From an optimization exercise on the open Yosys and OpenROAD flow, aimed at small area; shortcuts taken in it are not production practice.
Only simulation tests tie the RTL to the original design; equivalence was not proved.
Power figures rest on the tool's default switching activity, not on a simulated workload.

### flow/design.v
package ofm_maxpool_rx_pkg;
    localparam int unsigned OFM_DW   = 36;
    localparam int unsigned OFM_N    = 5;
    localparam int unsigned NSQ      = OFM_N * OFM_N;
    localparam int unsigned PN       = OFM_N - 1;
    localparam int unsigned PNSQ     = PN * PN;
    localparam int unsigned WR_CNT_W = $clog2(NSQ);
    typedef enum logic [1:0] {
        S_IDLE    = 2'd0,
        S_CAPTURE = 2'd1,
        S_POOL    = 2'd2
    } state_t;
endpackage
module ofm_maxpool_rx_max4 #(
    parameter int unsigned DW = 36
) (
    input  logic [DW-1:0] i_a,
    input  logic [DW-1:0] i_b,
    input  logic [DW-1:0] i_c,
    input  logic [DW-1:0] i_d,
    output logic [DW-1:0] o_max
);
    logic [DW-1:0] w_ab;
    logic [DW-1:0] w_cd;
    always_comb begin
        w_ab  = (i_a >= i_b) ? i_a : i_b;
        w_cd  = (i_c >= i_d) ? i_c : i_d;
        o_max = (w_ab >= w_cd) ? w_ab : w_cd;
    end
endmodule
module ofm_maxpool_rx #(
    parameter int unsigned DW = ofm_maxpool_rx_pkg::OFM_DW,
    parameter int unsigned N  = ofm_maxpool_rx_pkg::OFM_N
) (
    input  logic          clk,
    input  logic          rst,
    input  logic          in_valid,
    input  logic [DW-1:0] In_OFM,
    output logic          busy,
    output logic          overrun,
    output logic          out_valid,
    output logic [DW-1:0] Out_Pool
);
    localparam int unsigned PN    = N - 1;
    localparam int unsigned NS    = PN * PN;
    localparam int unsigned IDX_W = $clog2(N + 1);
    logic [IDX_W-1:0]   r_row, r_col;
    logic               r_busy, r_overrun, r_out_valid;
    logic [DW-1:0]      r_out_pool;
    logic [DW-1:0]      qn [NS];       
    logic w_pool, w_pool_last, w_col0, w_col_end, w_row_end;
    logic w_shift, w_rot, w_fold_end, w_fold_prev;
    logic w_cap, w_s_gt_q0, w_s_gt_qt, w_s_gt_qp, w_take_s;
    function automatic logic f_gt(input logic [DW-1:0] a, input logic [DW-1:0] bn);
        logic g;
        g = 1'b0;
        for (int i = 0; i < DW; i++)
            g = (a[i] & bn[i]) | (~(~a[i] & ~bn[i]) & g);
        f_gt = g;
    endfunction
    function automatic logic [IDX_W-1:0] f_inc(input logic [IDX_W-1:0] i);
        f_inc = '0;
        for (int k = 0; k < N - 1; k++)
            if (i == IDX_W'(k))
                f_inc = IDX_W'(k + 1);
        if (i == IDX_W'(N))
            f_inc = IDX_W'(2);
    endfunction
    logic [IDX_W-1:0] w_row_inc, w_col_inc;
    assign w_row_inc   = f_inc(r_row);
    assign w_col_inc   = f_inc(r_col);
    assign w_col0      = (r_col == '0);
    assign w_col_end   = (r_col == IDX_W'(PN));
    assign w_row_end   = (r_row == IDX_W'(PN));
    assign w_pool      = r_busy || (r_col == IDX_W'(N));
    assign w_pool_last = w_pool && (r_row == '0) && w_col0;
    assign w_cap       = !w_pool;
    assign w_shift     = w_pool || (in_valid && !w_col_end && !w_row_end);
    assign w_rot       = in_valid && w_row_end && !w_col_end;
    assign w_fold_end  = in_valid && w_col_end;
    assign w_fold_prev = w_cap && !w_col0;
    assign w_s_gt_q0 = f_gt(In_OFM, qn[0]);
    assign w_s_gt_qt = f_gt(In_OFM, qn[PN-1]);
    assign w_s_gt_qp = f_gt(In_OFM, qn[PN]);
    assign w_take_s  = w_fold_prev && w_s_gt_q0;
    always_ff @(posedge clk) begin
        if (w_shift || w_rot || (w_fold_end && w_s_gt_q0))
            qn[0] <= (w_rot && !w_s_gt_qt) ? qn[PN-1] : ~In_OFM;
        if (w_shift || w_rot)
            qn[1] <= w_take_s ? ~In_OFM : qn[0];
        for (int i = 2; i < PN; i++)
            if (w_shift || w_rot)
                qn[i] <= qn[i-1];
        if (w_shift || (w_fold_end && !w_row_end && w_s_gt_qp))
            qn[PN] <= (w_shift && !(w_cap && w_s_gt_qt)) ? qn[PN-1] : ~In_OFM;
        if (w_shift)
            qn[PN+1] <= (w_fold_prev && w_s_gt_qp) ? ~In_OFM : qn[PN];
        for (int i = PN + 2; i < NS; i++)
            if (w_shift)
                qn[i] <= qn[i-1];
    end
    always_ff @(posedge clk) begin
        if (rst) begin
            r_row       <= '0;
            r_col       <= '0;
            r_busy      <= 1'b0;
            r_overrun   <= 1'b0;
            r_out_valid <= 1'b0;
            r_out_pool  <= '0;
        end else begin
            if (w_pool) begin
                if (w_pool_last) begin
                    if (in_valid) r_col <= IDX_W'(1);
                end else if (r_col == IDX_W'(PN - 1)) begin
                    r_col <= '0;
                    r_row <= (r_row == IDX_W'(PN - 1)) ? '0 : w_row_inc;
                end else begin
                    r_col <= w_col_inc;
                end
            end else if (in_valid) begin
                if (w_col_end) begin
                    r_col <= '0;
                    if (w_row_end) begin
                        r_row  <= '0;
                        r_col  <= IDX_W'(N);
                    end else begin
                        r_row <= w_row_inc;
                    end
                end else begin
                    r_col <= w_col_inc;
                end
            end
            r_busy      <= w_pool && !w_pool_last;
            r_overrun   <= w_pool && !w_pool_last && in_valid;
            r_out_valid <= w_pool;
            r_out_pool  <= w_pool ? ~qn[NS-1] : '0;
        end
    end
    assign busy      = r_busy;
    assign overrun   = r_overrun;
    assign out_valid = r_out_valid;
    assign Out_Pool  = r_out_pool;
endmodule
### flow/flow/run.sh
#!/bin/bash
# Own layout flow: the standard ORFS flow (standard.sh) with three changes.
#  - Synthesis is the standard flow's own script (synth_recipe.tcl), but the final ABC
#    technology mapping runs an area-oriented script (flow/area.abc) in
#    place of the one ORFS passes (flow/synth.tcl). Registers are untouched:
#    ABC maps only the combinational logic.
#  - Port buffers are the smallest buffer cell (buf_1).
#  - Clock tree: small clusters of clkbuf_4 leaf buffers, no dummy loads.
# make's output, with yosys's and openroad's, goes to standard.log here;
# ORFS also keeps each step's full log under orfs/logs/.
set -euo pipefail
W=$(pwd)
export FLOW_ABC_SCRIPT="$W/flow/area.abc"
export FLOW_SYNTH_TCL="$W/synth_recipe.tcl"
CTS_ARGS="-sink_clustering_enable -repair_clock_nets -sink_clustering_size 14 -sink_clustering_max_diameter 30 -buf_list sky130_fd_sc_hd__clkbuf_4 -dont_use_dummy_load"
bash standard.sh "SYNTH_SCRIPT=$W/flow/synth.tcl" "CTS_ARGS=$CTS_ARGS" \
    "BUFFER_PORTS_ARGS=-buffer_cell sky130_fd_sc_hd__buf_1" finish > standard.log 2>&1
### flow/flow/area.abc
&get -n
&st
&syn2
&dch -f
&nf -R 1000
&put
topo
### flow/flow/synth.tcl
# synth_recipe.tcl with one change: the abc call that maps the logic to
# cells runs flow/area.abc instead of the script ORFS passes with -script.
proc abc {args} {
  set i [lsearch -exact $args -script]
  if { $i >= 0 } { lset args [expr { $i + 1 }] $::env(FLOW_ABC_SCRIPT) }
  puts "abc wrapper: [join $args { }]"
  yosys abc {*}$args
}
source $::env(FLOW_SYNTH_TCL)
### flow/standard.sh
#!/bin/bash
# synth_recipe.tcl (not shown) runs the flow's synth.tcl, then flattens the netlist and writes it again
# the make line also repeats each setting of config.mk as NAME=value (left out here)
make -C /OpenROAD-flow-scripts/flow DESIGN_CONFIG=/design/flow/config.mk WORK_HOME=/design/flow/orfs CLKGATE_MAP_FILE= SYNTH_SCRIPT=/design/flow/synth_recipe.tcl "${@:-finish}"
### flow/config.mk
export PLATFORM = sky130hd
export DESIGN_NAME = ofm_maxpool_rx
export DESIGN_NICKNAME = ofm_maxpool_rx
export VERILOG_FILES = /design/flow/design.v
export SDC_FILE = /design/flow/constraint.sdc
export NUM_CORES = 4
export LEC_CHECK = 0
export ABC_AREA = 1
export CAP_MARGIN = 20
export CORE_MARGIN = 2
export CORE_UTILIZATION = 60
export SLEW_MARGIN = 20
### flow/constraint.sdc
create_clock -name core_clock -period 10.0 [get_ports {clk}]
set_input_delay 2.0000 -clock core_clock [delete_from_list [all_inputs] [get_ports {clk}]]
set_output_delay 2.0000 -clock core_clock [all_outputs]
set_load 0.01 [all_outputs]
==> results of run 1 <==
## cell families after synthesis
logic type	count (synthesis)	synth area share
adder cells (fa/ha/maj)	3	0.00144
buffers and inverters	1	0.000180
AND/OR/NAND/NOR	236	0.0439
multiplexers	1	0.000479
flip-flops	621	0.872
AO/OA/AOI/OAI	295	0.0824
## path summary, 6_finish.rpt
kind	startpoint	depth (start not counted)	slack (ns)	to
worst max-delay path	In_OFM[2]	34	3.01	qn[0][2]
worst min register to register	qn[15][17]	1	0.34	r_out_pool[17]
worst min-delay path	qn[15][17]	1	0.34	r_out_pool[17]
worst max register to register	qn[3][2]	33	4.02	qn[0][2]
## worst max-delay path, delay by kind of cell
family / cells / cell delay (ns)
compound gates: 26 / 3.63
buf+inv: 2 / 0.71
fa+ha+maj: 2 / 0.70
simple gates: 4 / 0.35
## cell type report
| cell class | count | area (um2) | share of cell area |
|---|---|---|---|
| timing repair buffer | 87 | 393 | 0.0173 |
| multi-input combinational | 535 | 2720 | 0.120 |
| clock buffer | 105 | 788 | 0.0348 |
| sequential | 621 | 18200 | 0.803 |
| tap | 455 | 569 | 0.0251 |
| inverter | 1 | 3.75 | 0.000166 |
| antenna | 1 | 2.50 | 0.000110 |
## cell usage after synthesis, types with 2 or more instances
cell,instances
a211oi_1,2
o211ai_1,4
dfxtp_1,45
a221oi_1,17
nor2b_1,2
nand2_1,162
nor2_1,59
and2_0,3
nor3_1,4
nand4_1,3
edfxtp_1,576
o221ai_1,8
o21ai_0,168
a31oi_1,2
o22ai_1,36
a21oi_1,25
maj3_1,3
a21boi_0,3
a22oi_1,25
## where the power goes
| group | internal (uW) | leakage [uW] | switching [uW] |
|---|---|---|---|
| sequential | 3080 | 0.00603 | 69.0 |
| clock | 478 | 0.000483 | 726 |
| combinational | 63.0 | 0.00111 | 146 |
## registers in the layout, summed over array words and instances, names as in the netlist
signal / flops
r_out_pool: 36
r_col: 3
r_overrun: 1
r_busy: 1
r_row: 3
r_out_valid: 1
qn: 576
## metrics by stage
step,utilization,setup WS [ns]
after CTS,0.659,3.01
after floorplan,-,-2.50
final,0.660,3.01
after detailed placement,0.636,2.21
after global routing,0.660,2.32
after global placement,0.636,2.36
## metal layers
layer  part of all wire  vias up  wire length (um)  global-route usage
li1                   -     4941                 -                   -
met1               0.48     4688             12900               0.228
met2               0.44      238             11900               0.218
met3              0.059       49              1580              0.0420
met4              0.020        0               531              0.0695
met5                  0        -                 0                   0
==> results_dict.tcl, run 1 <==
set metrics [dict create \
    outcome "complete, no violations" \
    path_clk_slew_ns 0.08 \
    die_height_um 191 \
    drive_gt1_frac 0.0890 \
    grt_pass1_vias 9131 \
    synthesis.nets 1196 \
    fp.dieW_um 191 \
    drcViolationCount 0 \
    maxCapViolations 0 \
    ys_ff_latch 621 \
    powerDensity_mw_per_mm2 201 \
    cts_buffers 105 \
    worst_path_max_delay_cell "buf_4" \
    synth_area_mm2 0.0209 \
    synth_edf_count 576 \
    synth_top_area_share 0.828 \
    synth.avg_cell_area_um2 18.0 \
    yosys-top-cells-area "edfxtp_1, dfxtp_1, o21ai_0" \
    wire_per_inst_um 14.9 \
    setup_viol 0 \
    synth_ff_type "edfxtp_1" \
    port_buffers 77 \
    insertion_delay_ns 0.76 \
    timing.hold.ws_ns 0.337 \
    vias_per_cell 5.49 \
    layout_common_cells "edfxtp_1, o21ai_0, nand2_1" \
    layout_min_cycle_time_ns 6.99 \
    cts.repair.resized 0 \
    crit_fanout 70 \
    cts_sinks 621 \
    gp_congestion 0.774 \
    syn_inst 1157 \
    setup-tns-final_ns 0 \
    synthArstFlopShare 0 \
    finalHoldViolCount 0 \
    layout_commonest_cell "edfxtp_1" \
    relSlewSlack 0.306 \
    cts-root-buf "clkbuf_4" \
    p_leak_uw 0.00762 \
    grt.overflow.total 0 \
    grt_pass1_wl_um 44100 \
    ios 78 \
    htreeDepth 3 \
    dp_hpwl_um 15100 \
    fill_cells 2400 \
    clock_skew_ns 0.0731 \
    worstMarginPinSlew_ns 1.04 \
    yosysWarnings 2 \
    drtPass1Iterations 5 \
    endpoint_kind "flop" \
    crit_top_cell "o21ai_0" \
    final_cells 1805 \
    critPathKind "primary input to flop" \
    crit_arrival_ns 7.45 \
    first_iter_violations 693 \
    post_cts_buffers 0 \
    vdd_drop_max_v 0.000113 \
    synth_top_cell_by_area "edfxtp_1" \
    fmax_mhz 143 \
    syn2layout_area_growth_pct 8.60 \
    timing.final.crit_share 0.699 \
    rows 68 \
    cts_tree "done" \
    core_area_mm2 0.0344 \
    grt_usage 0.154 \
    final_area_mm2 0.0227 \
    drv_slew 0 \
    post_synth_num_cell_types 29 \
    antenna_found_initial 1 \
    total_power_uw 4560 \
    startpoint_type "primary input" \
    ctsHoldBuffers 0 \
    dieArea_mm2 0.0363 \
    place_inst 1699 \
    rsz0062_at_grt "no" \
    ys_seq_area_frac 0.872 \
    hold_path_class "flop to flop" \
    start_util 0.607 \
    dr_total_vias 9916 \
    wl_um 27000 \
    drtAntennaViolNets 0 \
    slowest_delay_ns 0.50 \
    place_area_mm2 0.0219 \
    worst_ep_required_time_ns 10.47 \
    cts_buffer_depth 3 \
    grt_max_degree 207 \
    nets 1390 \
]
==> run 2, diff against run 1 <==
--- a/flow/flow/run.sh
+++ b/flow/flow/run.sh
@@ -12,6 +12,6 @@
 W=$(pwd)
 export FLOW_ABC_SCRIPT="$W/flow/area.abc"
 export FLOW_SYNTH_TCL="$W/synth_recipe.tcl"
-CTS_ARGS="-sink_clustering_enable -repair_clock_nets -sink_clustering_size 14 -sink_clustering_max_diameter 30 -buf_list sky130_fd_sc_hd__clkbuf_4 -dont_use_dummy_load"
+CTS_ARGS="-sink_clustering_enable -repair_clock_nets -sink_clustering_size 11 -sink_clustering_max_diameter 45 -buf_list sky130_fd_sc_hd__clkbuf_4 -dont_use_dummy_load"
 bash standard.sh "SYNTH_SCRIPT=$W/flow/synth.tcl" "CTS_ARGS=$CTS_ARGS" \
     "BUFFER_PORTS_ARGS=-buffer_cell sky130_fd_sc_hd__buf_1" finish > standard.log 2>&1
--- a/flow/config.mk
+++ b/flow/config.mk
@@ -9,4 +9,6 @@
 export CAP_MARGIN = 20
 export CORE_MARGIN = 2
 export CORE_UTILIZATION = 60
+export GPL_ROUTABILITY_DRIVEN = 0
+export GPL_TIMING_DRIVEN = 0
 export SLEW_MARGIN = 20
==> run 2 against run 1 <==
Still clean on timing, DRC and antenna. Sequential power hardly changed. Via count decreased by 1.4%. Wire length decreased by 1.6%. Combinational power grew 16%. Area after synthesis is the same. Clock skew fell by 0.016 ns. Largest cell class unchanged. Critical endpoint is now qn[0][3].
==> results_dict.tcl, run 2 <==
set metrics [dict create \
    maxCapViolations 0 \
    endpoint_kind "flop" \
    finalHoldViolCount 0 \
    syn2layout_area_growth_pct 10.0 \
    p_switching_uw 906 \
    startpoint_type "primary input" \
    syn_inst 1157 \
    fmax_mhz 133 \
    dieArea_mm2 0.0363 \
    ctsHoldBuffers 0 \
    crit_fanout 16 \
    htreeDepth 3 \
    wl_um 26500 \
    powerDensity_mw_per_mm2 191 \
    drv_slew 0 \
    dp_hpwl_um 16300 \
    synthesis.nets 1196 \
    timing.final.crit_share 0.751 \
    yosysWarnings 2 \
    post-synth-top-count-cell "edfxtp_1" \
    path_clk_slew_ns 0.11 \
    setup-tns-final_ns 0 \
    wire_per_inst_um 14.8 \
    ys_ff_latch 621 \
    grt_pass1_wl_um 43000 \
    crit_arrival_ns 7.94 \
    drcViolationCount 0 \
    drive_gt1_frac 0.0804 \
    slowest_delay_ns 0.42 \
    rsz0062_at_grt "no" \
    total_power_uw 4390 \
    nets 1372 \
    grt_usage 0.150 \
    synth.avg_cell_area_um2 18.0 \
    r2r_cells 36 \
    drtAntennaViolNets 0 \
    grt_pass1_vias 9056 \
    layout_common_cells "edfxtp_1, o21ai_0, nand2_1" \
    p_leak_uw 0.00771 \
    largest_register_ffs 576 \
    power.internal_uw 3480 \
    final_area_mm2 0.0230 \
    timing.hold.ws_ns 0.393 \
    layout_min_cycle_time_ns 7.51 \
    clkPwrFrac 0.229 \
    insertion_delay_ns 0.74 \
    core_area_mm2 0.0344 \
    fp.dieW_um 191 \
    post_cts_buffers 0 \
    share_comb_of_total_power 0.055 \
    post_synth_num_cell_types 29 \
    synth_edf_count 576 \
    antenna_found_initial 1 \
    start_util 0.607 \
    grt_max_degree 60 \
    synth_area_mm2 0.0209 \
    cts-root-buf "clkbuf_4" \
    die_height_um 191 \
    synth.cells.most_frequent "edfxtp_1, o21ai_0, nand2_1, nor2_1, dfxtp_1" \
    critPathKind "primary input to flop" \
    drtPass1Iterations 5 \
    cts_buffer_depth 3 \
    outcome "complete, no violations" \
    largest-register "qn" \
    setup_viol 0 \
    worst_path_max_delay_cell "nor3_2" \
    crit_top_cell "o21ai_0" \
    hold_path_class "flop to flop" \
    synthArstFlopShare 0 \
    relSlewSlack 0.487 \
    ys_seq_area_frac 0.872 \
    cts_tree "done" \
    cts_sinks 621 \
    cts.repair.resized 0 \
    port_buffers 77 \
    pwr-share-seq 0.716 \
    yosys-top-cells-area "edfxtp_1, dfxtp_1, o21ai_0" \
    synth_top_area_share 0.828 \
    synth_ff_type "edfxtp_1" \
    place_area_mm2 0.0224 \
    rows 68 \
    dr_total_vias 9781 \
    worstMarginPinSlew_ns 0.767 \
    clock_skew_ns 0.0568 \
    vias_per_cell 5.47 \
    vdd_drop_max_v 0.000109 \
    layout_commonest_cell "edfxtp_1" \
    hold_depth 0 \
    p_sw_frac 0.206 \
    first_iter_violations 625 \
    worst_ep_required_time_ns 10.44 \
    cts_buffers 68 \
    grt.overflow.total 0 \
    reg.largest.list "qn: 576 flops, r_out_pool: 36 flops" \
    ios 78 \
    synth_top_cell_by_area "edfxtp_1" \
]
[run 2: cell types whose count changed in the layout (fill, tap and decap cells not counted), sizes merged]
cell and delta:
diode +1, buf +19, clkbuf -37
[run 2: cell type report]
type | instances | area (um2)
antenna | 2 | 5.00
clock buffer | 68 | 510
fill | 2341 | 11400
inverter | 1 | 3.75
multi-input combinational | 535 | 2730
sequential | 621 | 18200
tap | 455 | 569
timing repair buffer | 106 | 956
[run 2: worst max-delay path, delay by kind of cell]
| family | cells | cell delay, ns |
|---|---|---|
| adders and majority gates | 2 | 0.71 |
| AOI/OAI and AO/OA | 26 | 3.51 |
| buffers and inverters | 5 | 1.06 |
| and+or+nand+nor | 4 | 0.64 |
[run 2: cells by family after synthesis]
group	after synthesis	share of synthesized area
flops	621	0.872
compound gates	295	0.0824
simple gates	236	0.0439
fa+ha+maj	3	0.00144
buf+inv	1	0.000180
mux	1	0.000479
[run 2: power by group through the flow]
stage | Clock, uW | Combinational, uW | Sequential, uW
after floorplan | 0 | 145 | 3200
after global placement | 0 | 202 | 3220
after detailed placement | 0 | 246 | 3200
after CTS | 1070 | 247 | 3140
after global routing | 1160 | 279 | 3160
final | 1000 | 243 | 3140
[run 2: final timing paths]
| check | startpoint | end | slack (ns) |
|---|---|---|---|
| worst max-delay path | In_OFM[2] | qn[0][3] | 2.49 |
| worst max register to register | qn[3][1] | qn[0][3] | 3.58 |
| worst min-delay path | qn[2][1] | qn[3][1] | 0.39 |
| worst min register to register | qn[2][1] | qn[3][1] | 0.39 |
[run 2: per-stage QoR]
stage / utilization / setup slack [ns] / instances
after global placement: 0.633 / -5.86 / 1689
after detailed placement: 0.653 / 1.69 / 1718
after CTS: 0.668 / 2.47 / 1786
final: 0.668 / 2.49 / 1788
after global routing: 0.668 / 1.75 / 1787
after floorplan: - / -2.50 / 1157
[run 2: metal layers]
layer	up-vias	wire, um	GRT usage
met2	233	11700	0.221
met5	-	0	0
met3	60	1640	0.0453
li1	4890	-	-
met4	0	572	0.0569
met1	4598	12700	0.215
==> run 3, diff against run 2 <==
--- a/flow/config.mk
+++ b/flow/config.mk
@@ -8,7 +8,5 @@
 export ABC_AREA = 1
 export CAP_MARGIN = 20
 export CORE_MARGIN = 2
-export CORE_UTILIZATION = 60
-export GPL_ROUTABILITY_DRIVEN = 0
-export GPL_TIMING_DRIVEN = 0
+export CORE_UTILIZATION = 70
 export SLEW_MARGIN = 20
==> run 3 against run 2 <==
Still clean. Worst setup slack improved by 0.43 ns. Hold slack got worse by 0.016 ns. Utilization rose by 8.8 points. Critical path depth fell by 3. Fmax rose by 6.0%. Critical endpoint is now qn[0][0]. Highest routed layer unchanged.
==> results_dict.tcl, run 3 <==
set metrics [dict create \
    dieArea_mm2 0.0312 \
    cts_sinks 621 \
    drive_gt1_frac 0.0640 \
    relSlewSlack 0.321 \
    layout_common_cells "edfxtp_1, o21ai_0, nand2_1" \
    setup-tns-final_ns 0 \
    path_clk_slew_ns 0.11 \
    start_util 0.708 \
    crit_fanout 70 \
    worst_path_max_delay_cell "buf_4" \
    largest_register_ffs 576 \
    ios 78 \
    timing.hold.ws_ns 0.376 \
    vias_per_cell 5.74 \
    layout_min_cycle_time_ns 7.08 \
    fill_cells 1735 \
    drv_slew 0 \
    grt_pass1_vias 8864 \
    critPathBufInv 2 \
    synth_top_cell_by_area "edfxtp_1" \
    vdd_drop_max_v 0.000111 \
    crit_top_cell "o21ai_0" \
    core_area_mm2 0.0295 \
    post-synth-top-count-cell "edfxtp_1" \
    crit_arrival_ns 7.42 \
    synth_edf_count 576 \
    reg.largest.list "qn: 576 flops, r_out_pool: 36 flops" \
    p_leak_uw 0.00745 \
    endpoint_kind "flop" \
    gp_congestion 0.810 \
    synth_ff_type "edfxtp_1" \
    insertion_delay_ns 0.67 \
    maxCapViolations 0 \
    syn_inst 1157 \
    synthesis.nets 1196 \
    final_cells 1704 \
    critPathKind "primary input to flop" \
    die_height_um 177 \
    grt_usage 0.173 \
    cts_buffer_depth 3 \
    synth_area_mm2 0.0209 \
    wl_um 26500 \
    ys_ff_latch 621 \
    ctsHoldBuffers 0 \
    syn2layout_area_growth_pct 6.84 \
    yosysWarnings 2 \
    hold_path_class "flop to flop" \
    ys_seq_area_frac 0.872 \
    worst_slack_ns 2.92 \
    grt.overflow.total 0 \
    grt_pass1_wl_um 42900 \
    post-place-ws_ns 2.22 \
    cts-root-buf "clkbuf_4" \
    synth.cells.most_frequent "edfxtp_1, o21ai_0, nand2_1, nor2_1, dfxtp_1" \
    clock_skew_ns 0.0553 \
    post_cts_buffers 0 \
    worst_ep_required_time_ns 10.34 \
    synth.avg_cell_area_um2 18.0 \
    port_buffers 77 \
    nets 1354 \
    post_synth_num_cell_types 29 \
    drtPass1Iterations 5 \
    cts_tree "done" \
    synth_top_area_share 0.828 \
    timing.final.crit_share 0.708 \
    antenna_found_initial 1 \
    critical-path-top-delay-family "compound AO/OA/AOI/OAI gates" \
    cts.repair.resized 0 \
    place_inst 1636 \
    startpoint_type "primary input" \
    wire_per_inst_um 15.5 \
    drcViolationCount 0 \
    finalHoldViolCount 0 \
    outcome "complete, no violations" \
    synthArstFlopShare 0 \
    yosys-top-cells-area "edfxtp_1, dfxtp_1, o21ai_0" \
    layout_commonest_cell "edfxtp_1" \
    htreeDepth 3 \
    largest-register "qn" \
    slowest_delay_ns 0.50 \
    worstMarginPinSlew_ns 1.01 \
    setup_viol 0 \
    first_iter_violations 858 \
    fmax_mhz 141 \
    drtAntennaViolNets 0 \
    dp_hpwl_um 15900 \
    powerDensity_mw_per_mm2 195 \
    grt_max_degree 178 \
    rsz0062_at_grt "no" \
    dr_total_vias 9785 \
    rows 63 \
    cts_buffers 67 \
    total_power_uw 4340 \
    fp.dieW_um 177 \
]
## run 3: cell counts after synthesis
Identical to the previous run, type by type.
## run 3: final timing paths
kind / startpoint / endpoint / slack, ns / cells past startpoint
hold reg to reg: qn[15][27] / r_out_pool[27] / 0.38 / 1
hold / removal: qn[15][27] / r_out_pool[27] / 0.38 / 1
setup / recovery: In_OFM[2] / qn[0][0] / 2.92 / 34
setup reg to reg: qn[3][2] / qn[0][0] / 4.00 / 33
## run 3: metal layers
metal | share of wire | track usage | vias up
li1 | - | - | 4837
met5 | 0 | 0 | -
met1 | 0.47 | 0.264 | 4623
met2 | 0.45 | 0.257 | 283
met4 | 0.019 | 0.0616 | 0
met3 | 0.062 | 0.0344 | 42
## run 3: metrics by stage
| step | instance area [um2] | utilization |
|---|---|---|
| 2_1_floorplan | 20900 | - |
| 3_3_place_gp | 21800 | 0.739 |
| 3_5_place_dp | 21800 | 0.739 |
| 4_1_cts | 22300 | 0.756 |
| 5_1_grt | 22300 | 0.757 |
| 6_report | 22300 | 0.757 |
## run 3: cell families after synthesis
kind of cell    count (synthesis)  synth area share
compound gates                295            0.0824
mux                             1          0.000479
fa+ha+maj                       3           0.00144
buf+inv                         1          0.000180
flops                         621             0.872
simple gates                  236            0.0439
## run 3: report_power, final
group	switching (uW)	leakage, uW	internal, uW
clock network	672	0.000308	311
registers	71.0	0.00603	3080
logic	147	0.00112	62.8
## run 3: area by class of cell
type,instances,area (um2),share of cell area
tap,390,488,0.0219
sequential,621,18200,0.816
antenna,1,2.50,0.000112
timing repair buffer,89,392,0.0176
inverter,1,3.75,0.000168
clock buffer,67,503,0.0225
multi-input combinational,535,2720,0.122
==> run 4, diff against run 3 <==
--- a/flow/config.mk
+++ b/flow/config.mk
@@ -8,5 +8,5 @@
 export ABC_AREA = 1
 export CAP_MARGIN = 20
 export CORE_MARGIN = 2
-export CORE_UTILIZATION = 70
+export CORE_UTILIZATION = 60
 export SLEW_MARGIN = 20
==> run 4 against run 3 <==
Still clean on timing, DRC and antenna. First-iteration DRC count fell by 17%. Sequential share of layout area is 0.30 points lower. Worst setup slack better by 0.068 ns. Global-route usage down 2.0 points. Combinational power about the same.
==> results_dict.tcl, run 4 <==
set metrics [dict create \
    outcome "complete, no violations" \
    dieArea_mm2 0.0363 \
    crit_top_cell "o21ai_0" \
    synth_compound_area_frac 0.0824 \
    worstMarginPinSlew_ns 1.08 \
    grt_pass1_vias 8845 \
    rsz0062_at_grt "no" \
    dr_total_vias 9714 \
    endpoint_kind "flop" \
    vdd_drop_max_v 0.000118 \
    rows 68 \
    synth_simple_gate_area_share 0.0439 \
    cts_buffers 67 \
    synthesis.nets 1196 \
    critPathKind "primary input to flop" \
    synth_top_family_by_area "compound AO/OA/AOI/OAI gates" \
    grt_pass1_wl_um 43500 \
    gp_congestion 0.774 \
    crit_arrival_ns 7.44 \
    synthMuxAreaShare 0.000479 \
    worst_ep_required_time_ns 10.43 \
    path_clk_slew_ns 0.11 \
    syn2layout_area_growth_pct 7.23 \
    post_synth_num_cell_types 29 \
    layout_common_cells "edfxtp_1, o21ai_0, nand2_1" \
    timing.final.crit_share 0.701 \
    p_switching_uw 908 \
    cts_sinks 621 \
    synthXorXnorAreaFrac 0 \
    powerDensity_mw_per_mm2 195 \
    first_iter_violations 715 \
    hold_path_class "flop to flop" \
    worst_slack_ns 2.99 \
    register_area_mm2 0.0182 \
    insertion_delay_ns 0.71 \
    wire_per_inst_um 15.2 \
    cts_tree "done" \
    setup-tns-final_ns 0 \
    ys_seq_area_frac 0.872 \
    ctsHoldBuffers 0 \
    cts.repair.resized 0 \
    finalHoldViolCount 0 \
    clkPwrFrac 0.230 \
    drcViolationCount 0 \
    vias_per_cell 5.50 \
    layout_min_cycle_time_ns 7.01 \
    clock_skew_ns 0.0258 \
    htreeDepth 3 \
    drive_gt1_frac 0.0625 \
    startpoint_type "primary input" \
    core_area_mm2 0.0344 \
    cts-root-buf "clkbuf_4" \
    antenna_found_initial 1 \
    grt_max_degree 207 \
    slowest_delay_ns 0.51 \
    cts_buffer_depth 3 \
    yosys-top-cells-area "edfxtp_1, dfxtp_1, o21ai_0" \
    largest_register_ffs 576 \
    dp_hpwl_um 15100 \
    critPathBufInv 2 \
    ios 78 \
    synth_top_cell_by_area "edfxtp_1" \
    critical-path-top-delay-family "compound AO/OA/AOI/OAI gates" \
    ys_ff_latch 621 \
    nets 1352 \
    die_height_um 191 \
    synthArstFlopShare 0 \
    relSlewSlack 0.281 \
    pwr-share-seq 0.722 \
    fill_cells 2439 \
    synth.cells.most_frequent "edfxtp_1, o21ai_0, nand2_1, nor2_1, dfxtp_1" \
    drtAntennaViolNets 0 \
    synthAdderAreaFrac 0.00144 \
    reg.largest.list "qn: 576 flops, r_out_pool: 36 flops" \
    largest-register "qn" \
    wl_um 26900 \
    multi_input_area_mm2 0.00272 \
    maxCapViolations 0 \
    worst_path_max_delay_cell "buf_4" \
    synth_area_mm2 0.0209 \
    crit_fanout 70 \
    grt_usage 0.153 \
    synth_top_area_share 0.828 \
    drv_slew 0 \
    p_sw_frac 0.208 \
    share_comb_of_total_power 0.048 \
    setup_viol 0 \
    drtPass1Iterations 5 \
    port_buffers 77 \
    grt.overflow.total 0 \
    layout_commonest_cell "edfxtp_1" \
    post_cts_buffers 0 \
    synth_ff_type "edfxtp_1" \
    yosysWarnings 2 \
    power.internal_uw 3450 \
    syn_inst 1157 \
    synth_edf_count 576 \
    post-synth-top-count-cell "edfxtp_1" \
    fp.dieW_um 191 \
    fmax_mhz 143 \
    start_util 0.607 \
    post-place-ws_ns 2.21 \
    synth.avg_cell_area_um2 18.0 \
    p_leak_uw 0.00745 \
]
==> run 4: worst reg2reg max path: cells and delay by family (launching register included) <==
family                   cells  cell delay [ns]
AND/OR/NAND/NOR              4             0.35
buffers and inverters        1             0.51
AO/OA/AOI/OAI               26             3.67
adder cells (fa/ha/maj)      2             0.70
flip-flops                   1             0.46
==> run 4: final timing paths <==
path         startpoint         to  slack, ns  cells after the start
max reg2reg    qn[3][2]   qn[0][2]       4.05                     33
min           qn[1][17]  qn[2][17]       0.40                      0
max           In_OFM[2]   qn[0][2]       2.99                     34
min reg2reg   qn[1][17]  qn[2][17]       0.40                      0
==> run 4: kinds of logic (layout without fill, tap and decap cells) <==
| kind of cell | count (synthesis) | after routing |
|---|---|---|
| flip-flops | 621 | 621 |
| AO/OA/AOI/OAI | 295 | 295 |
| AND/OR/NAND/NOR | 236 | 236 |
| adder cells (fa/ha/maj) | 3 | 3 |
| multiplexers | 1 | 1 |
| buffers and inverters | 1 | 155 |
| other | 0 | 1 |
==> run 4: through the flow <==
| step | power, uW | instance area, um2 | utilization | std cells | hold slack, ns |
|---|---|---|---|---|---|
| floorplan | 3350 | 20900 | - | 1157 | 0.385 |
| global placement | 3400 | 21900 | 0.636 | 1699 | 0.385 |
| detailed placement | 3420 | 21900 | 0.636 | 1699 | 0.389 |
| CTS | 4440 | 22400 | 0.651 | 1766 | 0.391 |
| global route | 4580 | 22400 | 0.651 | 1767 | 0.398 |
| finish | 4360 | 22400 | 0.651 | 1767 | 0.398 |
==> run 4: power by group through the flow <==
stage	Combinational (uW)	Sequential [uW]	Clock, uW
6_report	209	3150	1000
5_1_grt	244	3170	1170
4_1_cts	212	3150	1080
3_5_place_dp	212	3210	0
3_3_place_gp	205	3190	0
2_1_floorplan	145	3200	0
==> run 4: layout make-up <==
cell class | instances | share of cell area
antenna | 1 | 0.000112
clock buffer | 67 | 0.0225
inverter | 1 | 0.000168
multi-input combinational | 535 | 0.121
sequential | 621 | 0.813
tap | 455 | 0.0254
timing repair buffer | 87 | 0.0175
==> run 4: routing by layer <==
layer  up-vias  global-route usage  wire length (um)
met3        56              0.0355              1500
li1       4849                   -                 -
met5         -                   0                 0
met2       220               0.216             11800
met4         0              0.0668               662
met1      4589               0.231             13000
==> run 5, diff against run 4 <==
--- a/flow/flow/run.sh
+++ b/flow/flow/run.sh
@@ -12,6 +12,6 @@
 W=$(pwd)
 export FLOW_ABC_SCRIPT="$W/flow/area.abc"
 export FLOW_SYNTH_TCL="$W/synth_recipe.tcl"
-CTS_ARGS="-sink_clustering_enable -repair_clock_nets -sink_clustering_size 11 -sink_clustering_max_diameter 45 -buf_list sky130_fd_sc_hd__clkbuf_4 -dont_use_dummy_load"
+CTS_ARGS="-sink_clustering_enable -repair_clock_nets -sink_clustering_size 11 -sink_clustering_max_diameter 45 -buf_list {sky130_fd_sc_hd__clkbuf_2 sky130_fd_sc_hd__clkbuf_4 sky130_fd_sc_hd__clkbuf_8} -dont_use_dummy_load"
 bash standard.sh "SYNTH_SCRIPT=$W/flow/synth.tcl" "CTS_ARGS=$CTS_ARGS" \
     "BUFFER_PORTS_ARGS=-buffer_cell sky130_fd_sc_hd__buf_1" finish > standard.log 2>&1
==> run 5 against run 4 <==
Still clean. Wire length rose by 0.26%. Clock power rose by 33%. Area after synthesis did not move.
==> results_dict.tcl, run 5 <==
set metrics [dict create \
    port_buffers 77 \
    post-synth-top-count-cell "edfxtp_1" \
    cts-root-buf "clkbuf_8" \
    cts_sinks 621 \
    endpoint_kind "flop" \
    cts_buffer_depth 3 \
    core_area_mm2 0.0344 \
    hold_path_class "flop to flop" \
    synthAdderAreaFrac 0.00144 \
    synthMuxAreaShare 0.000479 \
    post-place-ws_ns 2.21 \
    wire_per_inst_um 15.3 \
    synth_top_area_share 0.828 \
    register_area_mm2 0.0182 \
    drv_slew 0 \
    drtAntennaViolNets 0 \
    grt_usage 0.153 \
    largest-register "qn" \
    layout_commonest_cell "edfxtp_1" \
    yosys-top-cells-area "edfxtp_1, dfxtp_1, o21ai_0" \
    first_iter_violations 679 \
    synthXorXnorAreaFrac 0 \
    slowest_delay_ns 0.50 \
    synth_ff_type "edfxtp_1" \
    synthArstFlopShare 0 \
    synthesis.nets 1196 \
    critPathBufInv 2 \
    p_leak_uw 0.00762 \
    synth_area_mm2 0.0209 \
    critPathKind "primary input to flop" \
    diodes 0 \
    synth.avg_cell_area_um2 18.0 \
    wl_um 27000 \
    synth_top_family_by_area "compound AO/OA/AOI/OAI gates" \
    timing.final.crit_share 0.716 \
    path_clk_slew_ns 0.07 \
    rsz0062_at_grt "no" \
    fp.dieW_um 191 \
    crit_fanout 70 \
    grt_max_degree 207 \
    synth_edf_count 576 \
    finalHoldViolCount 0 \
    antenna_found_initial 0 \
    outcome "complete, no violations" \
    grt_pass1_vias 8817 \
    synth.cells.most_frequent "edfxtp_1, o21ai_0, nand2_1, nor2_1, dfxtp_1" \
    post_cts_buffers 0 \
    drive_gt1_frac 0.0625 \
    rows 68 \
    ys_ff_latch 621 \
    grt_pass1_wl_um 43500 \
    clock_skew_ns 0.0378 \
    multi_input_area_mm2 0.00272 \
    largest_register_ffs 576 \
    post_synth_num_cell_types 29 \
    crit_top_cell "o21ai_0" \
    start_util 0.607 \
    worstMarginPinSlew_ns 1.05 \
    maxCapViolations 0 \
    drcViolationCount 0 \
    cts_tree "done" \
    layout_common_cells "edfxtp_1, o21ai_0, nand2_1" \
    critical-path-top-delay-family "compound AO/OA/AOI/OAI gates" \
    vdd_drop_max_v 0.000129 \
    dr_total_vias 9722 \
    dieArea_mm2 0.0363 \
    nets 1352 \
    syn_inst 1157 \
    cts_buffers 67 \
    total_power_uw 4690 \
    setup_viol 0 \
    worst_ep_required_time_ns 10.29 \
    final_core_util 0.663 \
    startpoint_type "primary input" \
    timing.hold.ws_ns 0.392 \
    hold_depth 0 \
    ios 78 \
    worst_slack_ns 2.84 \
    worst_path_max_delay_cell "buf_4" \
    htreeDepth 3 \
    synth_simple_gate_area_share 0.0439 \
    dp_hpwl_um 15100 \
    ctsHoldBuffers 0 \
    fmax_mhz 140 \
    grt.overflow.total 0 \
    ys_seq_area_frac 0.872 \
    cts.repair.resized 0 \
    syn2layout_area_growth_pct 9.23 \
    yosysWarnings 2 \
    fill_cells 2365 \
    die_height_um 191 \
    reg.largest.list "qn: 576 flops, r_out_pool: 36 flops" \
    relSlewSlack 0.297 \
    cp.depth 34 \
    insertion_delay_ns 0.59 \
    synth_top_cell_by_area "edfxtp_1" \
    drtPass1Iterations 7 \
    synth_compound_area_frac 0.0824 \
    r2r_cells 33 \
    crit_arrival_ns 7.44 \
    vias_per_cell 5.51 \
    gp_congestion 0.774 \
    layout_min_cycle_time_ns 7.16 \
    powerDensity_mw_per_mm2 206 \
]
==> run 5: layout make-up <==
cell class | instances | share of cell area
flip-flops and latches | 621 | 0.798
inverters | 1 | 0.000165
clock buffers | 67 | 0.0404
multi-input cells | 535 | 0.119
well taps | 455 | 0.0250
repair buffers | 87 | 0.0172
==> run 5: stage by stage <==
stage / TNS, ns / instance area (um2) / std cells
4_1_cts: 0 / 22800 / 1766
3_5_place_dp: 0 / 21900 / 1699
3_3_place_gp: 0 / 21900 / 1699
5_1_grt: 0 / 22800 / 1766
6_report: 0 / 22800 / 1766
2_1_floorplan: -89.89 / 20900 / 1157
==> run 5: path summary, 6_finish.rpt <==
| check | start | end | slack, ns |
|---|---|---|---|
| hold / removal | qn[1][17] | qn[2][17] | 0.39 |
| hold reg to reg | qn[1][17] | qn[2][17] | 0.39 |
| setup reg to reg | qn[3][2] | qn[0][2] | 4.05 |
| setup / recovery | In_OFM[2] | qn[0][2] | 2.84 |
==> run 5: power breakdown <==
| group | leakage (uW) | internal [uW] | total [uW] | switching, uW |
|---|---|---|---|---|
| registers | 0.00603 | 3080 | 3150 | 68.8 |
| clock network | 0.000482 | 597 | 1330 | 735 |
| logic | 0.00111 | 63.0 | 209 | 146 |
| total | 0.00762 | 3740 | 4690 | 950 |
==> run 5: cells by family after synthesis <==
family | after synthesis
buffers and inverters | 1
adder cells (fa/ha/maj) | 3
AO/OA/AOI/OAI | 295
flip-flops | 621
multiplexers | 1
AND/OR/NAND/NOR | 236
==> run 5: metal layers <==
metal,vias to the layer above,global-route usage,routed length [um]
met4,0,0.0656,597
met3,50,0.0361,1650
met2,238,0.217,11900
li1,4815,-,-
met1,4619,0.230,12800
met5,-,0,0

==> separate check: timing with driven ports <==
The results above use ideal ports. As a check the final layouts listed here were re-extracted and re-timed, cells and wires unchanged.
Step 1 (the two cells are an assumption about what drives the block):
set clk [get_ports {clk}]
set_driving_cell -lib_cell sky130_fd_sc_hd__clkbuf_16 $clk
set_driving_cell -lib_cell sky130_fd_sc_hd__buf_2 [delete_from_list [all_inputs] $clk]
Step 2 adds t to the input delays and takes it off the output delays; t is the mean of the earliest and latest rising clock arrival at the registers after step 1. Input paths then give back, and output paths get back, about the clock's delay inside the block.
Slacks: ideal ports / drivers / drivers and shift; pairs: ideal ports / drivers.
run | t (ns) | slack for setup (ns) | slew at the worst register clock pin (ns)
run 1 | 0.766 | 3.011 / 3.038 / 2.272 | 0.11 / 0.11
run 2 | 0.758 | 2.495 / 2.524 / 1.765 | 0.12 / 0.12
run 3 | 0.697 | 2.920 / 2.945 / 2.249 | 0.12 / 0.12
run 4 | 0.750 | 2.989 / 3.016 / 2.267 | 0.11 / 0.11
run 5 | 0.620 | 2.843 / 2.869 / 2.249 | 0.07 / 0.07
After both steps every run listed still meets setup and hold. For run 1, which loses most, drivers alone change the setup slack by +0.027 ns; drivers and shift together by -0.739 ns.
